Background: an optimization exercise with open tools, aiming at small area and a short achievable clock period. Do not read the settings as production practice.
RTL that was checked went through simulation tests only; none was proved equivalent to the original.
No functional check of the RTL was part of runs 1 and 2.
No activity file was given, so power comes from the tool's default toggle rates.

**flow/run.sh**
```bash
#!/bin/bash
# The standard layout, with these changes:
#  - synthesis: flow/my_synth.tcl (abc scripts flow/map.abc for the adder
#    modules, flow/top.abc for the rest; no full/half adder cells);
#  - ports are buffered with the smallest buffer instead of a delay cell;
#  - after global placement, flow/split_feedthrough.tcl gives the fetch
#    logic behind each bMemRead input buffer a buffer of its own;
#  - clock tree synthesis without dummy loads, with clkbuf_4 only.
# Everything else (floorplan, tap cells, power grid, placement, CTS,
# routing) is the standard flow's own flow, run through standard.sh.
set -euo pipefail
here=$(pwd)
bash standard.sh ADDER_MAP_FILE= SYNTH_SCRIPT="$here/flow/my_synth.tcl" \
  "BUFFER_PORTS_ARGS=-buffer_cell sky130_fd_sc_hd__buf_1" \
  "POST_GLOBAL_PLACE_TCL=$here/flow/split_feedthrough.tcl" \
  "CTS_ARGS=-sink_clustering_enable -repair_clock_nets -dont_use_dummy_load -sink_clustering_size 20 -buf_list sky130_fd_sc_hd__clkbuf_4" \
  finish > "$here/standard_flow.log" 2>&1
```
**standard.sh**
```bash
#!/bin/bash
# synth_recipe.tcl (not shown) runs the flow's synth.tcl, then flattens the netlist and writes it again
# the make line also repeats each setting of config.mk as NAME=value (left out here)
make -C /OpenROAD-flow-scripts/flow DESIGN_CONFIG=/design/flow/config.mk WORK_HOME=/design/flow/orfs CLKGATE_MAP_FILE= SYNTH_SCRIPT=/design/flow/synth_recipe.tcl "${@:-finish}"
```
**flow/my_synth.tcl**
```tcl
# The standard synthesis script (synth_recipe.tcl) with two changes:
#  - abc maps the adder modules with flow/map.abc (plain mapping of the
#    prefix trees as written) and the rest with flow/top.abc (area-leaning),
#    instead of ORFS's speed script;
#  - the adder modules keep their own hierarchy while abc maps, so abc sees
#    each adder alone; they are flattened at the end, as synth_recipe.tcl does.
# Flip-flops are mapped before abc and all live in the top module, so the
# registers, their names and cells are those of the standard synthesis.
set ::my_dir [file dirname [file normalize [info script]]]
set ::my_keep_done 0
proc abc {args} {
  set i [lsearch -exact $args -script]
  if { $i < 0 } { yosys abc {*}$args; return }
  set j [expr {$i + 1}]
  yosys abc {*}[lreplace $args $j $j $::my_dir/map.abc] adder16 addS8 pcNext
  yosys abc {*}[lreplace $args $j $j $::my_dir/top.abc] cpu
}
proc synth {args} {
  if { !$::my_keep_done } {
    set ::my_keep_done 1
    yosys setattr -mod -set keep_hierarchy 1 adder16 addS8 pcNext
  }
  yosys synth -nofsm -noshare {*}$args
}
source $::env(SCRIPTS_DIR)/synth.tcl
# left out here: clear keep_hierarchy, flatten, clean up, hide names made inside functions, write 1_2_yosys.v
```
**design.v**
```verilog
`timescale 1ns/1ns
package cpuPkg;
  typedef logic [16-1:0] word_t;
  typedef logic [3:0] regIndex_t;
  typedef enum logic [3:0] {
    OP_NOP   = 4'd0,
    OP_ADD   = 4'd1,
    OP_SUB   = 4'd2,
    OP_AND   = 4'd3,
    OP_OR    = 4'd4,
    OP_XOR   = 4'd5,
    OP_MOVI  = 4'd6,
    OP_ADDI  = 4'd7,
    OP_CMPEQ = 4'd8,
    OP_CMPGT = 4'd9,
    OP_LOAD  = 4'd10,
    OP_BT    = 4'd11,
    OP_BF    = 4'd12,
    OP_JR    = 4'd13
  } opcode_t;
  typedef enum logic [2:0] {
    ALU_PASS, ALU_ADD, ALU_SUB, ALU_AND, ALU_OR, ALU_XOR, ALU_CMPEQ, ALU_CMPGT
  } aluOp_t;
  typedef enum logic [1:0] {MEM_NONE, MEM_LOAD} memOp_t;
  typedef enum logic [2:0] {JUMP_NONE, JUMP_REL, JUMP_REG} jumpOp_t;
  typedef enum logic [1:0] {BYP_FILE, BYP_EX, BYP_ME, BYP_IMM} bypassSel_t;
endpackage
`timescale 1ns/1ns
module pcNext (
  input  logic [15:0] pc,
  input  logic [7:0]  offset,
  input  logic        relTaken,
  input  logic        regTaken,
  input  logic [15:0] target,
  input  logic        reset,
  output logic [15:0] d
);
  logic [7:0]  b, g, p, gp, hi, inc, dec, lo;
  logic        allOnes, allZeros, carry, keepHi, incHi, decHi;
  logic [15:0] y;
  always_comb begin
    b = ({8{relTaken}} & offset) | {7'd0, !relTaken};
    g = pc[7:0] & b;
    p = pc[7:0] ^ b;
    gp = p;
    for (int l = 0; l < 3; l++) begin
      for (int i = 7; i >= 0; i--) begin
        if (((i >> l) & 1) == 1) begin
          g[i]  = g[i] | (gp[i] & g[((i >> l) << l) - 1]);
          gp[i] = gp[i] & gp[((i >> l) << l) - 1];
        end
      end
    end
    carry = g[7];
    hi = pc[15:8];
    allOnes  = 1'b1;
    allZeros = 1'b1;
    for (int i = 0; i < 8; i++) begin
      inc[i]   = hi[i] ^ allOnes;
      dec[i]   = hi[i] ^ allZeros;
      allOnes  = allOnes & hi[i];
      allZeros = allZeros & !hi[i];
    end
    lo = p ^ {g[6:0], 1'b0};
    keepHi = !reset & !regTaken;
    d[7:0]  = ({8{!reset & regTaken}} & target[7:0]) | ({8{keepHi}} & lo);
    d[15:8] = ({8{carry}} & (({8{!reset & regTaken}} & target[15:8]) |
                             ({8{keepHi & b[7]}} & hi) | ({8{keepHi & !b[7]}} & inc))) |
              ({8{!carry}} & (({8{!reset & regTaken}} & target[15:8]) |
                              ({8{keepHi & b[7]}} & dec) | ({8{keepHi & !b[7]}} & hi)));
  end
endmodule
`timescale 1ns/1ns
module adder16 (
  input  logic [15:0] a,
  input  logic [15:0] b,
  input  logic        cin,
  input  logic        selSum,
  input  logic [15:0] other,
  input  logic        rmSign,
  input  logic        cmpGt,
  input  logic        tWrite,
  input  logic        tNow,
  input  logic        reset,
  output logic [15:0] result,
  output logic        tNext,
  output logic [15:0] andAB,
  output logic [15:0] xorAB
);
  logic [15:0] g, p, gp, sum;
  logic        eq, tIfCarry, tIfNoCarry;
  assign andAB = a & b;
  assign xorAB = a ^ b;
  always_comb begin
    g = andAB;
    p = xorAB;
    g[0] = g[0] | (p[0] & cin);
    gp = p;
    for (int l = 0; l < 4; l++) begin
      for (int i = 15; i >= 0; i--) begin
        if (((i >> l) & 1) == 1) begin
          g[i]  = g[i] | (gp[i] & g[((i >> l) << l) - 1]);
          gp[i] = gp[i] & gp[((i >> l) << l) - 1];
        end
      end
    end
  end
  assign sum    = p ^ {g[14:0], cin};
  assign result = selSum ? sum : other;
  assign eq         = xorAB == 16'd0;
  logic cmpIfCarry, cmpIfNoCarry;
  assign cmpIfCarry   = (cmpGt & (!a[15] | rmSign)) | (!cmpGt & eq);
  assign cmpIfNoCarry = (cmpGt & (!a[15] & rmSign)) | (!cmpGt & eq);
  assign tIfCarry     = !reset & ((tWrite & cmpIfCarry) | (!tWrite & tNow));
  assign tIfNoCarry   = !reset & ((tWrite & cmpIfNoCarry) | (!tWrite & tNow));
  assign tNext        = (g[14] & tIfCarry) | (!g[14] & tIfNoCarry);
endmodule
module addS8 (
  input  logic [15:0] a,
  input  logic [7:0]  b,
  output logic [15:0] y
);
  logic [7:0] g, p, gp, hi, inc, dec;
  logic       allOnes, allZeros, carry;
  always_comb begin
    g = a[7:0] & b;
    p = a[7:0] ^ b;
    gp = p;
    for (int l = 0; l < 3; l++) begin
      for (int i = 7; i >= 0; i--) begin
        if (((i >> l) & 1) == 1) begin
          g[i]  = g[i] | (gp[i] & g[((i >> l) << l) - 1]);
          gp[i] = gp[i] & gp[((i >> l) << l) - 1];
        end
      end
    end
    carry = g[7];
    hi = a[15:8];
    allOnes  = 1'b1;
    allZeros = 1'b1;
    for (int i = 0; i < 8; i++) begin
      inc[i]   = hi[i] ^ allOnes;
      dec[i]   = hi[i] ^ allZeros;
      allOnes  = allOnes & hi[i];
      allZeros = allZeros & !hi[i];
    end
    y[7:0] = p ^ {g[6:0], 1'b0};
    if (carry && !b[7])      y[15:8] = inc;
    else if (!carry && b[7]) y[15:8] = dec;
    else                     y[15:8] = hi;
  end
endmodule
`timescale 1ns/1ns
module cpu (
  input  logic          clk,
  input  logic          reset,
  output logic [15:0]   bAddr,
  input  logic [15:0]   bMemRead,
  output logic [15:0]   aAddr,
  input  logic [15:0]   aMemRead,
  output logic [15:0]   ifPc,
  output logic [15:0]   ifIr,
  output logic [15:0]   exCalResult,
  output logic [1:0]    exMemControl,
  output logic [3:0]    meRegisterT,
  output logic          meWriteEnable,
  output logic [15:0]   meCalResult,
  output logic          tFlag,
  output logic [175:0]  registerValue
);
  logic [15:0] pc;
  logic [15:0] idIr;
  logic        inDelaySlot;
  logic [3:0]  exRegisterT;
  logic        exWriteEnable;
  logic        exLoad;
  logic [15:0] regs [11];
  logic [15:0] opS, opM;
  logic        sFromEx, sFromMe, mFromEx, mFromMe;
  logic [3:0] op;
  assign op = idIr[15:12];
  logic isAdd, isSub, isAnd, isOr, isXor, isMovi, isAddi, isCmpEq, isCmpGt, isLoad;
  logic isBt, isBf, isJr;
  assign isAdd   = op == 4'd1;
  assign isSub   = op == 4'd2;
  assign isAnd   = op == 4'd3;
  assign isOr    = op == 4'd4;
  assign isXor   = op == 4'd5;
  assign isMovi  = op == 4'd6;
  assign isAddi  = op == 4'd7;
  assign isCmpEq = op == 4'd8;
  assign isCmpGt = op == 4'd9;
  assign isLoad  = op == 4'd10;
  assign isBt    = op == 4'd11;
  assign isBf    = op == 4'd12;
  assign isJr    = op == 4'd13;
  logic decWriteEnable;
  assign decWriteEnable = (op >= 4'd1 && op <= 4'd7) || isLoad;
  logic [15:0] rs, rm;
  assign rs = sFromEx ? exCalResult : (sFromMe ? meCalResult : opS);
  assign rm = mFromEx ? exCalResult : (mFromMe ? meCalResult : opM);
  logic        invert, carryIn;
  logic [15:0] bOp, p, g, other, result;
  logic        selSum, selG, selP, selRm, tNext;
  assign bOp = rm ^ {16{invert}};
  assign selSum = isAdd || isAddi || isSub;
  assign selG   = isAnd || isOr;
  assign selP   = isXor || isOr;
  assign selRm  = !(selSum || selG || selP);
  assign other  = ({16{selG}} & g) | ({16{selP}} & p) | ({16{selRm}} & rm);
  adder16 aluAdder (.a(rs), .b(bOp), .cin(carryIn), .selSum(selSum), .other(other),
                    .rmSign(rm[15]), .cmpGt(isCmpGt), .tWrite(isCmpEq || isCmpGt), .tNow(tFlag),
                    .reset(reset), .result(result), .tNext(tNext),
                    .andAB(g), .xorAB(p));
  logic [7:0] immA;
  always_comb begin
    if (isMovi)      immA = idIr[7:0];
    else if (isAddi) immA = {{4{idIr[3]}}, idIr[3:0]};
    else if (isLoad) immA = {4'b0, idIr[3:0]};
    else             immA = 8'd0;
  end
  logic [15:0] addrNext;
  addS8 addrAdder (.a(rs), .b(immA), .y(addrNext));
  logic jumpRel, jumpReg;
  assign jumpRel = !inDelaySlot && ((isBt && tFlag) || (isBf && !tFlag));
  assign jumpReg = !inDelaySlot && isJr;
  logic [15:0] pcAdd;
  pcNext pcLogic (.pc(pc), .offset(idIr[7:0]), .relTaken(jumpRel), .regTaken(jumpReg),
                  .target(rs), .reset(reset), .d(pcAdd));
  logic [15:0] nxtIr;
  assign nxtIr = {reset ? 8'd0 : bMemRead[15:8], bMemRead[7:0]};
  logic [3:0] nS, nM;
  logic       nImm;
  assign nS   = bMemRead[7:4];
  assign nM   = bMemRead[3:0];
  assign nImm = nxtIr[15:13] == 3'b011;   
  logic [15:0] readS, readM, immM;
  logic [10:0] hitReg;
  logic        sHit, mHit;
  always_comb begin
    readS = 16'd0;
    readM = 16'd0;
    sHit  = 1'b0;
    mHit  = 1'b0;
    for (int i = 0; i < 11; i++) begin
      hitReg[i] = meWriteEnable && meRegisterT == 4'(i);
      readS = readS | ({16{nS == 4'(i) && !hitReg[i]}} & regs[i]);
      readM = readM | ({16{nM == 4'(i) && !hitReg[i]}} & regs[i]);
      sHit  = sHit | (nS == 4'(i) && hitReg[i]);
      mHit  = mHit | (nM == 4'(i) && hitReg[i]);
    end
    readS = readS | ({16{sHit}} & meCalResult);
    readM = readM | ({16{mHit}} & meCalResult);
  end
  assign immM = nxtIr[12] ? {{12{nxtIr[3]}}, nxtIr[3:0]} : {{8{nxtIr[7]}}, nxtIr[7:0]};
  always_ff @(posedge clk) begin
    if (reset) begin
      exWriteEnable <= 1'b0;
      meWriteEnable <= 1'b0;
      meCalResult   <= 16'd0;
    end else begin
      exWriteEnable <= decWriteEnable;
      meWriteEnable <= exWriteEnable;
      meCalResult   <= exLoad ? aMemRead : exCalResult;
    end
    idIr        <= nxtIr;
    pc          <= pcAdd;
    tFlag       <= tNext;
    invert      <= nxtIr[15:12] == 4'd2 || nxtIr[15:12] == 4'd9;
    carryIn     <= nxtIr[15:12] == 4'd2;
    inDelaySlot <= jumpRel || jumpReg;
    exLoad      <= isLoad;
    opS         <= readS;
    opM         <= nImm ? immM : readM;
    sFromEx     <= nS < 4'd11 && decWriteEnable && idIr[11:8] == nS;
    sFromMe     <= nS < 4'd11 && exWriteEnable && exRegisterT == nS;
    mFromEx     <= !nImm && nM < 4'd11 && decWriteEnable && idIr[11:8] == nM;
    mFromMe     <= !nImm && nM < 4'd11 && exWriteEnable && exRegisterT == nM;
    exCalResult <= result;
    exRegisterT <= idIr[11:8];
    aAddr       <= addrNext;
    meRegisterT <= exRegisterT;
  end
  logic [15:0] writeValue;
  assign writeValue = reset ? 16'd0 : meCalResult;
  always_ff @(posedge clk) begin
    for (int i = 0; i < 11; i++) begin
      if (reset || (meWriteEnable && meRegisterT == 4'(i))) regs[i] <= writeValue;
    end
  end
  always_comb begin
    for (int i = 0; i < 11; i++) registerValue[16*i +: 16] = regs[i];
  end
  assign bAddr        = pc;
  assign ifPc         = pc;
  assign ifIr         = bMemRead;
  assign exMemControl = {1'b0, exLoad};
endmodule
```
**config.mk**
```make
export PLATFORM = sky130hd
export DESIGN_NAME = cpu
export DESIGN_NICKNAME = cpu
export VERILOG_FILES = /design/flow/design.v
export SDC_FILE = /design/flow/constraint.sdc
export NUM_CORES = 4
export LEC_CHECK = 0
export CAP_MARGIN = 20
export CORE_MARGIN = 2
export CORE_UTILIZATION = 40
export SETUP_SLACK_MARGIN = 3.1
export SLEW_MARGIN = 20
```
**flow/map.abc**
```
strash
map
topo
stime -c
buffer -c
upsize -c
dnsize -c
```
**constraint.sdc**
```tcl
create_clock -name core_clock -period 6.0 [get_ports {clk}]
set_input_delay 1.2000 -clock core_clock [delete_from_list [all_inputs] [get_ports {clk}]]
set_output_delay 1.2000 -clock core_clock [all_outputs]
set_load 0.01 [all_outputs]
```
**flow/split_feedthrough.tcl**
```tcl
# ifIr is bMemRead passed straight through. After port buffering, each
# bMemRead input buffer also drives the fetch-stage logic; give that logic a
# buffer of its own so the pass-through path only sees the output buffer.
foreach i {0 1 2 3 4 5 6 7 8 9 10 11 12 13 14 15} {
  set port_net [get_nets "bMemRead\[$i\]"]
  set ibuf_in [get_pins -of_objects $port_net -filter "direction == input"]
  if { [llength $ibuf_in] != 1 } { continue }
  set ibuf [get_cells -of_objects $ibuf_in]
  set ibuf_out [get_pins -of_objects $ibuf -filter "direction == output"]
  set net [get_nets -of_objects $ibuf_out]
  set out_net [get_nets "ifIr\[$i\]"]
  set obuf_out [get_pins -of_objects $out_net -filter "direction == output"]
  set obuf_name [get_full_name [get_cells -of_objects $obuf_out]]
  set loads {}
  foreach p [get_pins -of_objects $net -filter "direction == input"] {
    if { [get_full_name [get_cells -of_objects $p]] ne $obuf_name } { lappend loads $p }
  }
  if { [llength $loads] > 1 } {
    insert_buffer -buffer_cell sky130_fd_sc_hd__buf_2 -net $net -load_pins $loads
  }
}
```
**flow/top.abc**
```
strash
&get -n
&fraig -x
&put
scorr
dc2
strash
&get -n
&dch -f
&nf
&put
```
==> run summary, run 1 <==
----------------------------------------------------
[Global routing]
  Vias in the first global route ... roughly 14,000
  Total global-route track usage ... 0.290
  Number of antenna violations at the first check in global routing ... 1
  Global-route wire length before repair ... 89,100 um
  Remaining global-route overflow ... 0
  Pin count of the biggest net entering global routing ... 43

[Clock tree]
  Number of levels in the clock H-tree ... 3
  CTS tree ... done
  Clk Latency, worst-skew pair ... approximately 0.80 ns
  Reg clk slew, reported paths ... approximately 0.060 ns
  Number of buffers on the longest clock path ... 3
  Count of hold-fix buffers inserted at cts ... 0
  Clock sink total ... 307
  Total clock buffers created by CTS ... 84
  Cell at the root of the clock tree ... sky130_fd_sc_hd__clkbuf_4

[Floorplanning]
  Area of the core ... 38,700 um^2
  Effective utilization at floorplan ... 0.405
  Overall die height ... a little over 200 um
  I/O pin total ... 314
  Placement row count ... a little over 70
  Die Outline Area ... ~41,000 um^2
  Horizontal die dimension ... around 200 um

[Timing]
  RSZ-0062 raised after global routing ... yes
  Fin Clk Skew ... roughly 0.11 ns
  Transition time at the pin with the least slew margin ... ~1.2 ns
  Minimum clock period after layout ... around 2.9 ns
  Worst rel slew slack ... 0.201
  Final hold slack ... between 0.3 and 0.4 ns
  Maximum frequency from static timing analysis ... approximately 350 MHz
  Final setup violating endpoints ... 0
  Number of hold-slack violations in the final timing report ... 0
  Setup total negative slack ... 0 ns
  Final Max Tran Viols ... 0
  Share of the clock period used by the worst path ... 0.481

[Final layout]
  Layout overhead on the synthesized area ... 18.1%
  Filler Cell Count ... 3,737
  Nets ... approximately 2,000
  Share of cells above drive strength 1 ... 0.118

[Synth]
  Largest area contributor in the netlist ... sky130_fd_sc_hd__edfxtp_1
  Share of flip-flops with an asynchronous set or reset after synthesis ... 0
  Number of warnings reported in the yosys synthesis log ... 5
  Cell types occupying the most area after synthesis ... sky130_fd_sc_hd__edfxtp_1 (34%), sky130_fd_sc_hd__dfxtp_1 (17%), sky130_fd_sc_hd__nand2_1 (5.6%)
  Number of synthesized flops with an enable pin ... between 150 and 200
  Yosys reg bits ... 307
  Count of distinct cell types in the synthesized netlist ... 83
  Leading post-synthesis cells by instance count ... sky130_fd_sc_hd__nand2_1 (236), sky130_fd_sc_hd__edfxtp_1 (176), sky130_fd_sc_hd__dfxtp_1 (131)
  Syn Std Cell Area ... around 16,000 um^2
  Most instantiated library cell after synthesis ... sky130_fd_sc_hd__nand2_1
  Sequential-to-total area share from yosys stat ... 0.504
  Nets in the synthesized netlist ... between 1,500 and 2,000
  Most used flip-flop cell after synthesis ... sky130_fd_sc_hd__edfxtp_1
  Synth Instances ... roughly 1,600
  Area share of the largest cell type after synthesis ... 0.337
  Synthesized area per cell ... 10.1 um^2

[Detailed routing]
  Routed length per placed instance ... roughly 25 um
  Number of iterations in the first detailed-routing pass ... 8
  DRC Markers ... 0
  Post-route antenna net violation count ... 0
  Via count normalized by instance count ... 6.06
  Iteration-0 DRC count of the detailed router ... ~2,200
  Aggregate routed wire length ... ~60,000 um
  Detailed-route via count ... between 15,000 and 20,000

[Critical path]
  Critical-path maximum fanout ... 16
  CP required ... ~4.8 ns
  Kind of capture point of the worst setup path ... output pin
  Minimum setup slack among reg-to-reg paths ... 3.26 ns
  Arrival time of the worst setup path ... around 1.7 ns
  Kind of critical path ... primary input to output pin
  CP Launch Type ... primary input

[Flow run]
  Max-cap check violation count ... 0

[Status]
  Outcome ... complete, no violations

[Pwr]
  Cell leakage power ... slightly below 7 nW
  Peak supply drop ... approximately 0.17 mV
  Areal power density over the cells ... roughly 280 nW/um^2

[Worst hold path]
  Worst min-delay path category ... flop to flop

[Placement]
  Buffers added on ports ... about 310
  Final HPWL from detailed placement ... between 40,000 and 50,000 um

----------------------------------------------------
[layout by cell type, fill, tap and decap left out, types with 14 or more instances in the layout]
master                     instances
sky130_fd_sc_hd__a31oi_1          17
sky130_fd_sc_hd__a22oi_1          56
sky130_fd_sc_hd__buf_4            46
sky130_fd_sc_hd__o21ai_1          16
sky130_fd_sc_hd__xnor2_1          20
sky130_fd_sc_hd__nor2b_1          14
sky130_fd_sc_hd__nand2_1         235
sky130_fd_sc_hd__mux2i_1          48
sky130_fd_sc_hd__a21oi_1          42
sky130_fd_sc_hd__nand3_1          54
sky130_fd_sc_hd__clkinv_1         26
sky130_fd_sc_hd__clkbuf_4         85
sky130_fd_sc_hd__nor2_1           90
sky130_fd_sc_hd__a222oi_1         73
sky130_fd_sc_hd__nand4_1          16
sky130_fd_sc_hd__edfxtp_1        176
sky130_fd_sc_hd__inv_1            80
sky130_fd_sc_hd__xor2_1           51
sky130_fd_sc_hd__buf_1           308
sky130_fd_sc_hd__o22ai_1          15
sky130_fd_sc_hd__nand2b_1         15
sky130_fd_sc_hd__o21ai_0          63
sky130_fd_sc_hd__dfxtp_1         120
[per-module statistics from Yosys, one instance, submodules excluded]
| module | area [um^2] | cells | flops+latches |
|---|---|---|---|
| addS8 | 791 | 130 | 0 |
| cpu | 12500 | 1006 | 307 |
| adder16 | 1270 | 218 | 0 |
| pcNext | 1120 | 199 | 0 |
[flip-flops by register name, summed over array words and instances, names as in the netlist]
signal	cells
aAddr	16
inDelaySlot	1
mFromEx	1
sFromMe	1
exWriteEnable	1
idIr	16
tFlag	1
meWriteEnable	1
exRegisterT	4
opM	16
carryIn	1
pc	16
meCalResult	16
regs	176
exCalResult	16
opS	16
invert	1
meRegisterT	4
exLoad	1
mFromMe	1
sFromEx	1
[per-layer routing]
metal,part of all wire,up-vias,global-route usage,wire (um)
li1,-,6672,-,-
met1,0.39,7060,0.379,24100
met2,0.44,1095,0.450,27100
met3,0.12,203,0.0835,7520
met4,0.042,0,0.122,2560
met5,0,-,0,0
[through the flow]
| step | setup WS, ns | total power, mW | cells | util | area (um^2) |
|---|---|---|---|---|---|
| after detailed placement | 2.27 | 3.73 | 2382 | 0.455 | 17600 |
| after floorplan | 3.13 | 3.28 | 1553 | - | 15800 |
| after CTS | 3.11 | 5.18 | 2469 | 0.475 | 18400 |
| after global placement | 2.13 | 3.72 | 2372 | 0.454 | 17600 |
| final | 3.12 | 5.18 | 2479 | 0.479 | 18500 |
| after global routing | 3.06 | 5.41 | 2479 | 0.479 | 18500 |
[kinds of logic (layout without fill, tap and decap cells)]
kind of cell             Yosys count  in the layout  synth area share
adder cells (fa/ha/maj)            5              5           0.00335
XOR/XNOR                          81             81            0.0504
other                              1              2          0.000239
AND/OR/NAND/NOR                  521            521             0.157
multiplexers                      48             48            0.0306
AO/OA/AOI/OAI                    433            433             0.206
buffers and inverters            157            564            0.0487
flip-flops                       307            307             0.504
[timing repair]
| action | 4_1_cts | 5_1_grt |
|---|---|---|
| resized for setup | 43 | 23 |
| gates cloned | 0 | 0 |
| buffers inserted | 3 | 9 |
| setup endpoints to repair | 35 | 55 |
| pin swaps | 0 | 3 |
[where the power goes]
| part | internal (mW) | switching [mW] |
|---|---|---|
| Combinational | 0.350 | 0.694 |
| Clock | 0.632 | 0.809 |
| Sequential | 2.45 | 0.239 |
| Total | 3.43 | 1.74 |
[worst max-delay path: stages]
cell	delay [ns]
sky130_fd_sc_hd__buf_1	0.12
sky130_fd_sc_hd__buf_12	0.18
sky130_fd_sc_hd__buf_1	0.17
[worst paths after layout]
check,endpoint,depth (start not counted),startpoint
min reg2reg,meRegisterT[3],0,exRegisterT[3]
max reg2reg,exCalResult[9],10,meCalResult[6]
max,ifIr[6],3,bMemRead[6]
min,meRegisterT[3],0,exRegisterT[3]
[layout make-up]
type                    count  area [um^2]  area share
diodes                      1         2.50    0.000135
clock buffers              84          631      0.0340
inverters                 107          402      0.0217
multi-input cells        1089         7230       0.390
flip-flops and latches    307         7930       0.428
well taps                 518          648      0.0350
repair buffers            373         1700      0.0917
==> run 2, diff against run 1 <==
==> flow/run.sh (replaced) <==
#!/bin/bash
# The standard layout, with these changes:
#  - synthesis: flow/my_synth.tcl (abc scripts flow/map.abc for the adder
#    modules, flow/top.abc for the rest; no full/half adder cells);
#  - ports are buffered with the smallest buffer instead of a delay cell;
#  - before the resizer, flow/feedthrough_buffers.tcl gives the port
#    buffers of the bMemRead -> ifIr pass-through more drive, and
#    flow/split_feedthrough.tcl gives the fetch logic behind each bMemRead
#    input buffer a buffer of its own;
#  - clock tree synthesis without dummy loads, with clkbuf_4 only.
# Everything else (floorplan, tap cells, power grid, placement, CTS,
# routing) is the standard flow's own flow, run through standard.sh.
set -euo pipefail
here=$(pwd)
bash standard.sh ADDER_MAP_FILE= SYNTH_SCRIPT="$here/flow/my_synth.tcl" \
  "BUFFER_PORTS_ARGS=-buffer_cell sky130_fd_sc_hd__buf_1" \
  "PRE_RESIZE_TCL=$here/flow/feedthrough_buffers.tcl" \
  "CTS_ARGS=-sink_clustering_enable -repair_clock_nets -dont_use_dummy_load -sink_clustering_size 20 -buf_list sky130_fd_sc_hd__clkbuf_4" \
  finish > "$here/standard_flow.log" 2>&1
==> flow/feedthrough_buffers.tcl (new file) <==
# ifIr is bMemRead passed straight through, the one path from an input
# straight to an output. Give its port buffers more drive than the smallest
# buffer the other ports get.
foreach i {0 1 2 3 4 5 6 7 8 9 10 11 12 13 14 15} {
  set in_net [get_nets "bMemRead\[$i\]"]
  foreach pin [get_pins -of_objects $in_net -filter "direction == input"] {
    replace_cell [get_cells -of_objects $pin] sky130_fd_sc_hd__buf_2
  }
  set out_net [get_nets "ifIr\[$i\]"]
  foreach pin [get_pins -of_objects $out_net -filter "direction == output"] {
    replace_cell [get_cells -of_objects $pin] sky130_fd_sc_hd__buf_4
  }
}

# and give the fetch logic behind each bMemRead input buffer a buffer of its
# own, so the pass-through only sees the output buffer
source [file join [file dirname [info script]] split_feedthrough.tcl]
==> run summary, run 2 <==
----------------------------------------------------
[Final layout]
  Filler Cell Count ... 3,698 (-1.0%)
  Layout Cell Area excl Fill ... 18,600 um^2 (+0.51%)
  Most used cells in the layout excluding fill and tap cells ... sky130_fd_sc_hd__buf_1 (279), sky130_fd_sc_hd__nand2_1 (235), sky130_fd_sc_hd__edfxtp_1 (176), sky130_fd_sc_hd__dfxtp_1 (122), sky130_fd_sc_hd__nor2_1 (90)
  Max FFs per register ... 176 (unchanged)
  Most common cell after layout, fill and taps aside ... sky130_fd_sc_hd__buf_1
  Layout overhead on the synthesized area ... 18.7%
  Final instance count without filler cells ... 2,482 (+0.12%)
  Nets ... 1,999 (+0.15%)
  Register bank with the most flops ... regs
  Share of cells above drive strength 1 ... 0.131 (+0.0136)

[Critical path]
  Maximum single-stage delay on the critical path ... 0.13 ns (-0.05 ns)
  Termination of the worst setup path ... ifIr[5]
  Minimum setup slack among reg-to-reg paths ... 3.27 ns (about the same)
  First element of the critical path ... bMemRead[5]
  Slowest cell on crit path ... sky130_fd_sc_hd__buf_4
  Launch point of the worst reg-to-reg path ... meCalResult[1]
  Number of gates on the worst path with buffers counted ... 4 (+1)
  Most frequent cell on the critical path ... sky130_fd_sc_hd__buf_8
  CP Launch Type ... primary input
  Kind of capture point of the worst setup path ... output pin
  Cells along the critical path ... buf_4 > buf_8 > buf_8 > buf_6
  Arrival time of the worst setup path ... 1.69 ns (about the same)
  Cell class contributing the biggest share of worst-path delay ... buffers and inverters
  Endpoint of the most critical register-to-register path ... exCalResult[9]
  Kind of critical path ... primary input to output pin
  Critical-path maximum fanout ... 2 (-14)
  R2R cell count ... 12 (+2)
  CP required ... 4.80 ns (about the same)
  Number of buffers and inverters on the critical path ... 4 (+1)

[Synth]
  Adder-Cell Fraction of Synth Area ... 0.00335 (unchanged)
  Most instantiated library cell after synthesis ... sky130_fd_sc_hd__nand2_1
  Number of synthesized flops with an enable pin ... 176 (unchanged)
  Sequential-to-total area share from yosys stat ... 0.504 (unchanged)
  Cell types occupying the most area after synthesis ... sky130_fd_sc_hd__edfxtp_1 (34%), sky130_fd_sc_hd__dfxtp_1 (17%), sky130_fd_sc_hd__nand2_1 (5.6%)
  Synthesized area per cell ... 10.1 um^2 (unchanged)
  Count of distinct cell types in the synthesized netlist ... 83 (unchanged)
  Share of flip-flops with an asynchronous set or reset after synthesis ... 0 (unchanged)
  Most used flip-flop cell after synthesis ... sky130_fd_sc_hd__edfxtp_1
  Area share of and/or/nand/nor cells after synthesis ... 0.157 (unchanged)
  Leading post-synthesis cells by instance count ... sky130_fd_sc_hd__nand2_1 (236), sky130_fd_sc_hd__edfxtp_1 (176), sky130_fd_sc_hd__dfxtp_1 (131)
  Synth Instances ... 1,553 (unchanged)
  Number of warnings reported in the yosys synthesis log ... 5 (unchanged)
  Nets in the synthesized netlist ... 1,587 (unchanged)
  Compound-Gate Fraction of Synth Area ... 0.206 (unchanged)
  Largest area contributor in the netlist ... sky130_fd_sc_hd__edfxtp_1
  Area share of the largest cell type after synthesis ... 0.337 (unchanged)
  Combinational family with the most area after synthesis ... compound AO/OA/AOI/OAI gates
  Syn Std Cell Area ... 15,700 um^2 (unchanged)
  Multiplexer share of the synthesized area ... 0.0306 (unchanged)
  Yosys reg bits ... 307 (unchanged)
  XOR/XNOR Fraction of Synth Area ... 0.0504 (unchanged)

[Global routing]
  Global-route wire length before repair ... 89,400 um (+0.32%)
  Total global-route track usage ... 0.291 (+0.00126)
  Vias in the first global route ... 14,300 (+0.58%)
  Pin count of the biggest net entering global routing ... 43 (unchanged)
  Remaining global-route overflow ... 0 (unchanged)
  Number of antenna violations at the first check in global routing ... 1 (unchanged)

[Clock tree]
  Number of levels in the clock H-tree ... 3 (unchanged)
  Total clock buffers created by CTS ... 83 (-1.2%)
  Clock sink total ... 307 (unchanged)
  Reg clk slew, reported paths ... 0.06 ns (about the same)
  Count of hold-fix buffers inserted at cts ... 0 (unchanged)
  Cell at the root of the clock tree ... sky130_fd_sc_hd__clkbuf_4
  CTS tree ... done
  Number of buffers on the longest clock path ... 3 (unchanged)
  Clk Latency, worst-skew pair ... 0.77 ns (-0.03 ns)

[Timing]
  Worst Slack Setup Final ... 3.11 ns (-0.00700 ns)
  Final Max Tran Viols ... 0 (unchanged)
  Number of hold-slack violations in the final timing report ... 0 (unchanged)
  Final setup violating endpoints ... 0 (unchanged)
  RSZ-0062 raised after global routing ... yes
  Setup total negative slack ... 0 ns (unchanged)
  Final hold slack ... 0.394 ns (+0.000811 ns)
  Maximum frequency from static timing analysis ... 346 MHz (-0.24%)
  Minimum clock period after layout ... 2.89 ns (+0.00700 ns)
  Share of the clock period used by the worst path ... 0.482 (+0.00117)
  Worst rel slew slack ... 0.250 (+0.0492)
  Fin Clk Skew ... 0.0967 ns (-0.0112 ns)
  Transition time at the pin with the least slew margin ... 1.12 ns (-0.0699 ns)

[Floorplanning]
  I/O pin total ... 314 (unchanged)
  Area of the core ... 38,700 um^2 (unchanged)
  Effective utilization at floorplan ... 0.405 (unchanged)
  Horizontal die dimension ... 202 um (unchanged)
  Die Outline Area ... 40,900 um^2 (unchanged)
  Placement row count ... 72 (unchanged)
  Overall die height ... 202 um (unchanged)

[Placement]
  Dpl cells ... 2,382 (unchanged)
  Global placer's final weighted congestion ... between 0.9 and 1
  Buffers added on ports ... 312 (unchanged)
  Pre-CTS WS ... 2.28 ns (+0.00363 ns)
  Total cell area at the placement stage ... 17,700 um^2 (+0.45%)
  Final HPWL from detailed placement ... 41,700 um (about the same)

[Pwr]
  Areal power density over the cells ... 277 nW/um^2 (-0.62%)
  Peak supply drop ... 0.189 mV (+9.8%)
  Cell leakage power ... 7.00 nW (+1.5%)

[Flow run]
  Max-cap check violation count ... 0 (unchanged)

[Detailed routing]
  Iteration-0 DRC count of the detailed router ... 1,897 (-13%)
  DRC Markers ... 0 (unchanged)
  Routed length per placed instance ... 24.7 um (about the same)
  Via count normalized by instance count ... 6.07 (+0.11%)
  Number of iterations in the first detailed-routing pass ... 10 (+2)
  Detailed-route via count ... 15,100 (+0.23%)
  Aggregate routed wire length ... 61,400 um (+0.18%)
  Post-route antenna net violation count ... 0 (unchanged)

[Status]
  Outcome ... complete, no violations

[Worst hold path]
  Worst min-delay path category ... flop to flop

----------------------------------------------------
run 2: cell counts after synthesis:
Identical to the previous run, type by type.
run 2: how the worst min path moves through the flow:
stage                         from        endpoint  slack [ns]  cells past startpoint
floorplan           exRegisterT[1]  meRegisterT[1]        0.37                      0
global placement    exRegisterT[3]  meRegisterT[3]        0.38                      0
detailed placement  exRegisterT[2]  meRegisterT[2]        0.38                      0
CTS                 exRegisterT[3]  meRegisterT[3]        0.39                      0
global route        exRegisterT[3]  meRegisterT[3]        0.40                      0
finish              exRegisterT[3]  meRegisterT[3]        0.39                      0
run 2: through the flow:
step	utilization	total power, mW
2_1_floorplan	-	3.28
3_3_place_gp	0.454	3.72
3_5_place_dp	0.457	3.74
4_1_cts	0.477	5.16
5_1_grt	0.481	5.41
6_report	0.481	5.17
run 2: Yosys stat by module, one instance, submodules excluded:
module	times used	flops+latches	area, um^2
adder16	1	0	1270
pcNext	1	0	1120
cpu	1	307	12500
addS8	1	0	791
run 2: layout make-up:
cell class                 count  area, um^2  share of cell area
multi-input combinational   1089        7220               0.388
clock buffer                  83         623              0.0334
antenna                        1        2.50            0.000134
sequential                   307        7930               0.425
timing repair buffer         377        1810              0.0972
tap                          518         648              0.0348
inverter                     107         402              0.0215
run 2: worst register-to-register path, cell delays in order (launching register included):
cell and delay (ns):
sky130_fd_sc_hd__dfxtp_1 0.56, sky130_fd_sc_hd__mux2i_1 0.16, sky130_fd_sc_hd__o21ai_0 0.30, sky130_fd_sc_hd__xor2_1 0.21
sky130_fd_sc_hd__buf_4 0.15, sky130_fd_sc_hd__nand2b_1 0.05, sky130_fd_sc_hd__nand2_1 0.18, sky130_fd_sc_hd__a21oi_2 0.14
sky130_fd_sc_hd__o21bai_4 0.23, sky130_fd_sc_hd__a21oi_4 0.14, sky130_fd_sc_hd__o211a_1 0.23, sky130_fd_sc_hd__o21ai_1 0.19
sky130_fd_sc_hd__nand2_1 0.08
run 2: routing by layer:
metal | GRT usage | vias to the layer above | routed length, um
li1 | - | 6666 | -
met1 | 0.383 | 7079 | 24000
met2 | 0.440 | 1091 | 26900
met3 | 0.0880 | 228 | 7710
met4 | 0.137 | 0 | 2820
met5 | 0 | - | 0
run 2: report_power, final:
| part | switching [mW] | total (mW) | leakage (nW) | internal, mW |
|---|---|---|---|---|
| combinational | 0.697 | 1.06 | 3.71 | 0.362 |
| sequential | 0.239 | 2.69 | 2.90 | 2.45 |
| clock | 0.797 | 1.42 | 0.382 | 0.625 |
| total | 1.73 | 5.17 | 7.00 | 3.44 |
run 2: cells by family after synthesis:
kind of cell | Yosys count
DFF | 307
adders and majority gates | 5
muxes | 48
AOI/OAI and AO/OA | 433
buffers and inverters | 157
and+or+nand+nor | 521
other | 1
xor gates and xnor gates | 81
run 2: timing repair:
item,in CTS,in global routing
setup buffers,6,9
resized for setup,34,23
pin swaps,0,3
endpoints found under the setup margin,35,58
==> run 3, diff against run 2 <==
--- a/design.v
+++ b/design.v
@@ -26,49 +26,4 @@
   typedef enum logic [1:0] {BYP_FILE, BYP_EX, BYP_ME, BYP_IMM} bypassSel_t;
 endpackage
-`timescale 1ns/1ns
-module pcNext (
-  input  logic [15:0] pc,
-  input  logic [7:0]  offset,
-  input  logic        relTaken,
-  input  logic        regTaken,
-  input  logic [15:0] target,
-  input  logic        reset,
-  output logic [15:0] d
-);
-  logic [7:0]  b, g, p, gp, hi, inc, dec, lo;
-  logic        allOnes, allZeros, carry, keepHi, incHi, decHi;
-  logic [15:0] y;
-  always_comb begin
-    b = ({8{relTaken}} & offset) | {7'd0, !relTaken};
-    g = pc[7:0] & b;
-    p = pc[7:0] ^ b;
-    gp = p;
-    for (int l = 0; l < 3; l++) begin
-      for (int i = 7; i >= 0; i--) begin
-        if (((i >> l) & 1) == 1) begin
-          g[i]  = g[i] | (gp[i] & g[((i >> l) << l) - 1]);
-          gp[i] = gp[i] & gp[((i >> l) << l) - 1];
-        end
-      end
-    end
-    carry = g[7];
-    hi = pc[15:8];
-    allOnes  = 1'b1;
-    allZeros = 1'b1;
-    for (int i = 0; i < 8; i++) begin
-      inc[i]   = hi[i] ^ allOnes;
-      dec[i]   = hi[i] ^ allZeros;
-      allOnes  = allOnes & hi[i];
-      allZeros = allZeros & !hi[i];
-    end
-    lo = p ^ {g[6:0], 1'b0};
-    keepHi = !reset & !regTaken;
-    d[7:0]  = ({8{!reset & regTaken}} & target[7:0]) | ({8{keepHi}} & lo);
-    d[15:8] = ({8{carry}} & (({8{!reset & regTaken}} & target[15:8]) |
-                             ({8{keepHi & b[7]}} & hi) | ({8{keepHi & !b[7]}} & inc))) |
-              ({8{!carry}} & (({8{!reset & regTaken}} & target[15:8]) |
-                              ({8{keepHi & b[7]}} & dec) | ({8{keepHi & !b[7]}} & hi)));
-  end
-endmodule
 `timescale 1ns/1ns
 module adder16 (
@@ -226,6 +181,5 @@
   assign jumpReg = !inDelaySlot && isJr;
   logic [15:0] pcAdd;
-  pcNext pcLogic (.pc(pc), .offset(idIr[7:0]), .relTaken(jumpRel), .regTaken(jumpReg),
-                  .target(rs), .reset(reset), .d(pcAdd));
+  addS8 pcAdder (.a(pc), .b(jumpRel ? idIr[7:0] : 8'd1), .y(pcAdd));
   logic [15:0] nxtIr;
   assign nxtIr = {reset ? 8'd0 : bMemRead[15:8], bMemRead[7:0]};
@@ -256,8 +210,10 @@
   always_ff @(posedge clk) begin
     if (reset) begin
+      pc            <= 16'd0;
       exWriteEnable <= 1'b0;
       meWriteEnable <= 1'b0;
       meCalResult   <= 16'd0;
     end else begin
+      pc            <= jumpReg ? rs : pcAdd;
       exWriteEnable <= decWriteEnable;
       meWriteEnable <= exWriteEnable;
@@ -265,5 +221,4 @@
     end
     idIr        <= nxtIr;
-    pc          <= pcAdd;
     tFlag       <= tNext;
     invert      <= nxtIr[15:12] == 4'd2 || nxtIr[15:12] == 4'd9;
--- a/flow/my_synth.tcl
+++ b/flow/my_synth.tcl
@@ -13,5 +13,5 @@
   if { $i < 0 } { yosys abc {*}$args; return }
   set j [expr {$i + 1}]
-  yosys abc {*}[lreplace $args $j $j $::my_dir/map.abc] adder16 addS8 pcNext
+  yosys abc {*}[lreplace $args $j $j $::my_dir/map.abc] adder16 addS8
   yosys abc {*}[lreplace $args $j $j $::my_dir/top.abc] cpu
 }
@@ -19,5 +19,5 @@
   if { !$::my_keep_done } {
     set ::my_keep_done 1
-    yosys setattr -mod -set keep_hierarchy 1 adder16 addS8 pcNext
+    yosys setattr -mod -set keep_hierarchy 1 adder16 addS8
   }
   yosys synth -nofsm -noshare {*}$args
==> run summary, run 3 <==
----------------------------------------------------
[Synth]
  Yosys reg bits ... 307 (unchanged)
  Synthesized area per cell ... 10.2 um^2 (+1.0%)
  Nets in the synthesized netlist ... 1,562 (-1.6%)
  Most instantiated library cell after synthesis ... sky130_fd_sc_hd__nand2_1
  Cell types occupying the most area after synthesis ... sky130_fd_sc_hd__edfxtp_1 (34%), sky130_fd_sc_hd__dfxtp_1 (17%), sky130_fd_sc_hd__a222oi_1 (6.0%)
  Synth Instances ... 1,528 (-1.6%)
  Leading post-synthesis cells by instance count ... sky130_fd_sc_hd__nand2_1 (217), sky130_fd_sc_hd__edfxtp_1 (176), sky130_fd_sc_hd__dfxtp_1 (131)
  Share of flip-flops with an asynchronous set or reset after synthesis ... 0 (unchanged)
  Sequential-to-total area share from yosys stat ... 0.507 (+0.00311)
  Number of synthesized flops with an enable pin ... 176 (unchanged)
  Syn Std Cell Area ... 15,600 um^2 (-0.61%)
  Most used flip-flop cell after synthesis ... sky130_fd_sc_hd__edfxtp_1
  Area share of the largest cell type after synthesis ... 0.339 (+0.00208)
  Count of distinct cell types in the synthesized netlist ... 77 (-7.2%)
  Largest area contributor in the netlist ... sky130_fd_sc_hd__edfxtp_1
  Number of warnings reported in the yosys synthesis log ... 4 (-1)

[Pwr]
  Sequential group share of total power ... 0.515 (-0.005)
  Combinational group share of total power ... 0.211 (+0.006)
  Part of the power in the clock network ... 0.274 (about the same)
  Cell leakage power ... 7.07 nW (+0.99%)
  Internal power of the cells ... 3.47 mW (+0.77%)
  Switching power ... 1.80 mW (+4.0%)
  Switching share of total power ... 0.342 (+0.00715)
  Peak supply drop ... 0.163 mV (-13%)
  Areal power density over the cells ... 287 nW/um^2 (+3.2%)

[Critical path]
  Critical-path maximum fanout ... 16 (+14)
  Minimum setup slack among reg-to-reg paths ... 3.24 ns (-0.03 ns)
  R2R cell count ... 10 (-2)
  Kind of capture point of the worst setup path ... flop
  Slowest cell on crit path ... sky130_fd_sc_hd__a21oi_1
  CP required ... 6.68 ns (+1.88 ns)
  Kind of critical path ... primary input to flop
  Launch point of the worst reg-to-reg path ... meCalResult[6]
  Maximum single-stage delay on the critical path ... 0.61 ns (+0.48 ns)
  Arrival time of the worst setup path ... 3.54 ns (+1.85 ns)
  Cells along the critical path ... buf_2 > buf_2 > or4b_1 > a21oi_1 > buf_4 > a222oi_1 > nand2_1 > a21oi_1 > nand3_1
  Endpoint of the most critical register-to-register path ... exCalResult[10]
  CP Launch Type ... primary input

[Placement]
  Global placer's final weighted congestion ... 0.936 (unchanged)
  Buffers added on ports ... 312 (unchanged)
  Final HPWL from detailed placement ... 41,800 um (+0.22%)
  Total cell area at the placement stage ... 17,500 um^2 (-1.1%)

[Timing]
  Share of the clock period used by the worst path ... 0.477 (-0.00524)
  RSZ-0062 raised after global routing ... yes
  Setup total negative slack ... 0 ns (unchanged)
  Maximum frequency from static timing analysis ... 350 MHz (+1.1%)
  Minimum clock period after layout ... 2.86 ns (-0.0315 ns)
  Worst rel slew slack ... 0.180 (-0.0698)
  Transition time at the pin with the least slew margin ... 1.23 ns (+0.103 ns)
  Final hold slack ... 0.400 ns (+0.00559 ns)
  Fin Clk Skew ... 0.107 ns (+0.0104 ns)
  Number of hold-slack violations in the final timing report ... 0 (unchanged)
  Final Max Tran Viols ... 0 (unchanged)
  Final setup violating endpoints ... 0 (unchanged)

[Clock tree]
  Clock sink total ... 307 (unchanged)
  CTS tree ... done
  Number of levels in the clock H-tree ... 3 (unchanged)
  Reg clk slew, reported paths ... 0.07 ns (about the same)
  Number of buffers on the longest clock path ... 3 (unchanged)
  Cell at the root of the clock tree ... sky130_fd_sc_hd__clkbuf_4
  Total clock buffers created by CTS ... 83 (unchanged)
  Clk Latency, worst-skew pair ... 0.80 ns (+0.03 ns)

[Global routing]
  Remaining global-route overflow ... 0 (unchanged)
  Total global-route track usage ... 0.298 (+0.00664)
  Pin count of the biggest net entering global routing ... 39 (-9.3%)
  Number of antenna violations at the first check in global routing ... 1 (unchanged)
  Global-route wire length before repair ... 90,900 um (+1.7%)
  Vias in the first global route ... 14,300 (-0.40%)

[Final layout]
  Filler Cell Count ... 3,741 (+1.2%)
  Register bank with the most flops ... regs
  Max FFs per register ... 176 (unchanged)
  Share of cells above drive strength 1 ... 0.131 (about the same)
  Most common cell after layout, fill and taps aside ... sky130_fd_sc_hd__buf_1
  Most used cells in the layout excluding fill and tap cells ... sky130_fd_sc_hd__buf_1 (279), sky130_fd_sc_hd__nand2_1 (216), sky130_fd_sc_hd__edfxtp_1 (176), sky130_fd_sc_hd__dfxtp_1 (120), sky130_fd_sc_hd__nor2_1 (96)
  Nets ... 1,970 (-1.5%)
  Layout Cell Area excl Fill ... 18,400 um^2 (-1.3%)
  Layout overhead on the synthesized area ... 17.8%

[Flow run]
  Max-cap check violation count ... 0 (unchanged)

[Floorplanning]
  Area of the core ... 38,600 um^2 (-0.47%)
  Die Outline Area ... 40,600 um^2 (-0.60%)
  Effective utilization at floorplan ... 0.405 (-0.000605)
  Overall die height ... 202 um (-0.30%)
  Horizontal die dimension ... 202 um (-0.30%)
  Placement row count ... 72 (unchanged)
  I/O pin total ... 314 (unchanged)

[Worst hold path]
  Endpoint with the worst hold slack ... exRegisterT[3]
  Worst min-delay path category ... flop to flop
  Hold Path Cell Cnt ... 0 (unchanged)
  Worst hold path startpoint ... idIr[11]

[Detailed routing]
  Routed length per placed instance ... 25.6 um (+3.6%)
  DRC Markers ... 0 (unchanged)
  Number of iterations in the first detailed-routing pass ... 10 (unchanged)
  Aggregate routed wire length ... 62,800 um (+2.4%)
  Via count normalized by instance count ... 6.12 (+0.77%)
  Post-route antenna net violation count ... 0 (unchanged)
  Detailed-route via count ... 15,000 (-0.41%)
  Iteration-0 DRC count of the detailed router ... 2,398 (+26%)

[Status]
  Outcome ... complete, no violations

----------------------------------------------------
==> run 3: layout make-up <==
cell class / instances / area, um^2 / share of cell area
antenna: 1 / 2.50 / 0.000136
sequential: 307 / 7930 / 0.431
timing repair buffer: 370 / 1670 / 0.0908
tap: 518 / 648 / 0.0352
multi-input combinational: 1082 / 7170 / 0.390
clock buffer: 83 / 623 / 0.0339
inverter: 92 / 345 / 0.0188
==> run 3: logic make-up after synthesis <==
kind of cell / count (synthesis) / share of synthesized area
muxes: 48 / 0.0308
adders and majority gates: 7 / 0.00465
xor gates and xnor gates: 94 / 0.0579
other: 1 / 0.000240
AOI/OAI and AO/OA: 383 / 0.188
buffers and inverters: 142 / 0.0447
and+or+nand+nor: 546 / 0.167
DFF: 307 / 0.507
==> run 3: worst max path at each step <==
| stage | start | to | slack (ns) | depth (start not counted) |
|---|---|---|---|---|
| global placement | bMemRead[3] | opM[0] | 2.07 | 7 |
| detailed placement | idIr[13] | pc[11] | 2.11 | 12 |
| floorplan | bMemRead[4] | opS[12] | 3.05 | 6 |
| CTS | idIr[12] | pc[8] | 3.10 | 12 |
| finish | bMemRead[4] | opS[13] | 3.14 | 9 |
| global route | meCalResult[6] | exCalResult[10] | 3.09 | 10 |
==> run 3: per-layer routing <==
| metal | up-vias | routed length [um] | GRT usage |
|---|---|---|---|
| met3 | 247 | 8170 | 0.0944 |
| met5 | - | 0 | 0 |
| met2 | 1133 | 27400 | 0.454 |
| met1 | 7049 | 24500 | 0.385 |
| li1 | 6573 | - | - |
| met4 | 0 | 2780 | 0.141 |
==> run 3: through the flow <==
step           setup slack, ns  power, mW  instances   util
4_1_cts                   3.10       5.25       2441  0.472
6_report                  3.14       5.27       2453  0.477
3_3_place_gp              2.07       3.79       2347  0.451
3_5_place_dp              2.11       3.82       2357  0.454
2_1_floorplan             3.05       3.34       1528      -
5_1_grt                   3.09       5.52       2453  0.477
==> run 3: power groups by stage <==
| stage | clock network, mW | logic (mW) | registers, mW |
|---|---|---|---|
| 3_3_place_gp | 0 | 1.05 | 2.75 |
| 2_1_floorplan | 0 | 0.631 | 2.71 |
| 6_report | 1.44 | 1.11 | 2.72 |
| 5_1_grt | 1.58 | 1.21 | 2.73 |
| 3_5_place_dp | 0 | 1.07 | 2.75 |
| 4_1_cts | 1.47 | 1.08 | 2.70 |
==> run 3: critical path, delay by kind of cell <==
kind / cells / cell delay, ns
compound gates: 3 / 0.78
simple gates: 3 / 0.78
buf+inv: 3 / 0.74
==> run 3: repair_timing <==
| action | 4_1_cts | 5_1_grt |
|---|---|---|
| resized for setup | 24 | 38 |
| pin swaps | 2 | 7 |
| endpoints found under the hold margin | 0 | 0 |
| setup endpoints to repair | 51 | 58 |
| cloned | 1 | 2 |
| setup buffers | 0 | 9 |
| hold buffers | 0 | 0 |
==> run 3: Yosys stat by module, one instance, submodules excluded <==
| module | flops+latches | copies in the design | area, um^2 | cells inside |
|---|---|---|---|---|
| addS8 | 0 | 2 | 791 | 130 |
| adder16 | 0 | 1 | 1270 | 218 |
| cpu | 307 | 1 | 12800 | 1050 |
==> run 4, diff against run 3 <==
--- a/flow/run.sh
+++ b/flow/run.sh
@@ -4,5 +4,5 @@
 #    modules, flow/top.abc for the rest; no full/half adder cells);
 #  - ports are buffered with the smallest buffer instead of a delay cell;
-#  - before the resizer, flow/feedthrough_buffers.tcl gives the port
+#  - after global placement, flow/feedthrough_buffers.tcl gives the port
 #    buffers of the bMemRead -> ifIr pass-through more drive, and
 #    flow/split_feedthrough.tcl gives the fetch logic behind each bMemRead
@@ -15,5 +15,5 @@
 bash standard.sh ADDER_MAP_FILE= SYNTH_SCRIPT="$here/flow/my_synth.tcl" \
   "BUFFER_PORTS_ARGS=-buffer_cell sky130_fd_sc_hd__buf_1" \
-  "PRE_RESIZE_TCL=$here/flow/feedthrough_buffers.tcl" \
+  "POST_GLOBAL_PLACE_TCL=$here/flow/feedthrough_buffers.tcl" \
   "CTS_ARGS=-sink_clustering_enable -repair_clock_nets -dont_use_dummy_load -sink_clustering_size 20 -buf_list sky130_fd_sc_hd__clkbuf_4" \
   finish > "$here/standard_flow.log" 2>&1
==> run summary, run 4 <==
----------------------------------------------------
[Status]
  Outcome ... aborted with a tool error
  Tool Error ... [ERROR EST-0104] inconsistent parasitics state
  Stage where the flow stopped ... global placement (3_3_place_gp)

[Floorplanning]
  Overall die height ... 202 um (unchanged)
  Effective utilization at floorplan ... 0.405 (unchanged)
  Horizontal die dimension ... 202 um (unchanged)
  I/O pin total ... 314 (unchanged)
  Placement row count ... 72 (unchanged)

[Synth]
  Most instantiated library cell after synthesis ... sky130_fd_sc_hd__nand2_1
  Synthesized area per cell ... 10.2 um^2 (unchanged)
  Yosys reg bits ... 307 (unchanged)
  Syn Std Cell Area ... 15,600 um^2 (unchanged)
  Synth Instances ... 1,528 (unchanged)
  Count of distinct cell types in the synthesized netlist ... 77 (unchanged)
  Area share of the largest cell type after synthesis ... 0.339 (unchanged)
  Cell types occupying the most area after synthesis ... sky130_fd_sc_hd__edfxtp_1 (34%), sky130_fd_sc_hd__dfxtp_1 (17%), sky130_fd_sc_hd__a222oi_1 (6.0%)
  Largest area contributor in the netlist ... sky130_fd_sc_hd__edfxtp_1
  Leading post-synthesis cells by instance count ... sky130_fd_sc_hd__nand2_1 (217), sky130_fd_sc_hd__edfxtp_1 (176), sky130_fd_sc_hd__dfxtp_1 (131)
  Sequential-to-total area share from yosys stat ... 0.507 (unchanged)
  Most used flip-flop cell after synthesis ... sky130_fd_sc_hd__edfxtp_1
  Number of warnings reported in the yosys synthesis log ... 4 (unchanged)
  Share of flip-flops with an asynchronous set or reset after synthesis ... 0 (unchanged)
  Nets in the synthesized netlist ... 1,562 (unchanged)
  Number of synthesized flops with an enable pin ... 176 (unchanged)

[Placement]
  Buffers added on ports ... 312 (unchanged)

----------------------------------------------------
-- run 4: cell counts after synthesis --
No cell type changed its count.
-- run 4: cells by family after synthesis --
kind of cell | synth area share
fa+ha+maj | 0.00465
mux | 0.0308
other cells | 0.000240
xor+xnor | 0.0579
simple gates | 0.167
flops | 0.507
compound gates | 0.188
buf+inv | 0.0447
-- run 4: Yosys stat by module (local to each module, per instance) --
module,flops+latches,cell area (um^2),cells
addS8,0,791,130
adder16,0,1270,218
cpu,307,12800,1050

-- what the ideal ports hide --
In the flow no input, the clock included, has a driving cell. The finished layouts below were timed again as built, in two steps.
Step 1 sets driving cells, clkbuf_16 on the clock port and buf_2 on the other inputs (assumed; they add their load-dependent delay and slew).
Step 2 moves the port delays by t, midway between the first and last clock arrival at a register: inputs arrive t later, outputs are due t later. That takes back most of the time a late clock gives input paths.
Three values: no drivers, after step 1, after step 2; two values: the first two.
run | t (ns) | setup slack, ns | worst hold slack (ns)
run 1 | 0.800 | 3.115 / 3.092 / 2.380 | 0.394 / 0.394 / 0.394
run 2 | 0.779 | 3.108 / 3.079 / 2.397 | 0.394 / 0.394 / 0.394
run 3 | 0.793 | 3.140 / 3.110 / 2.371 | 0.400 / 0.400 / 0.400
After both steps setup and hold are still met in every run listed. For run 3, which loses most, drivers alone change the setup slack by -0.030 ns; drivers and shift together by -0.769 ns.
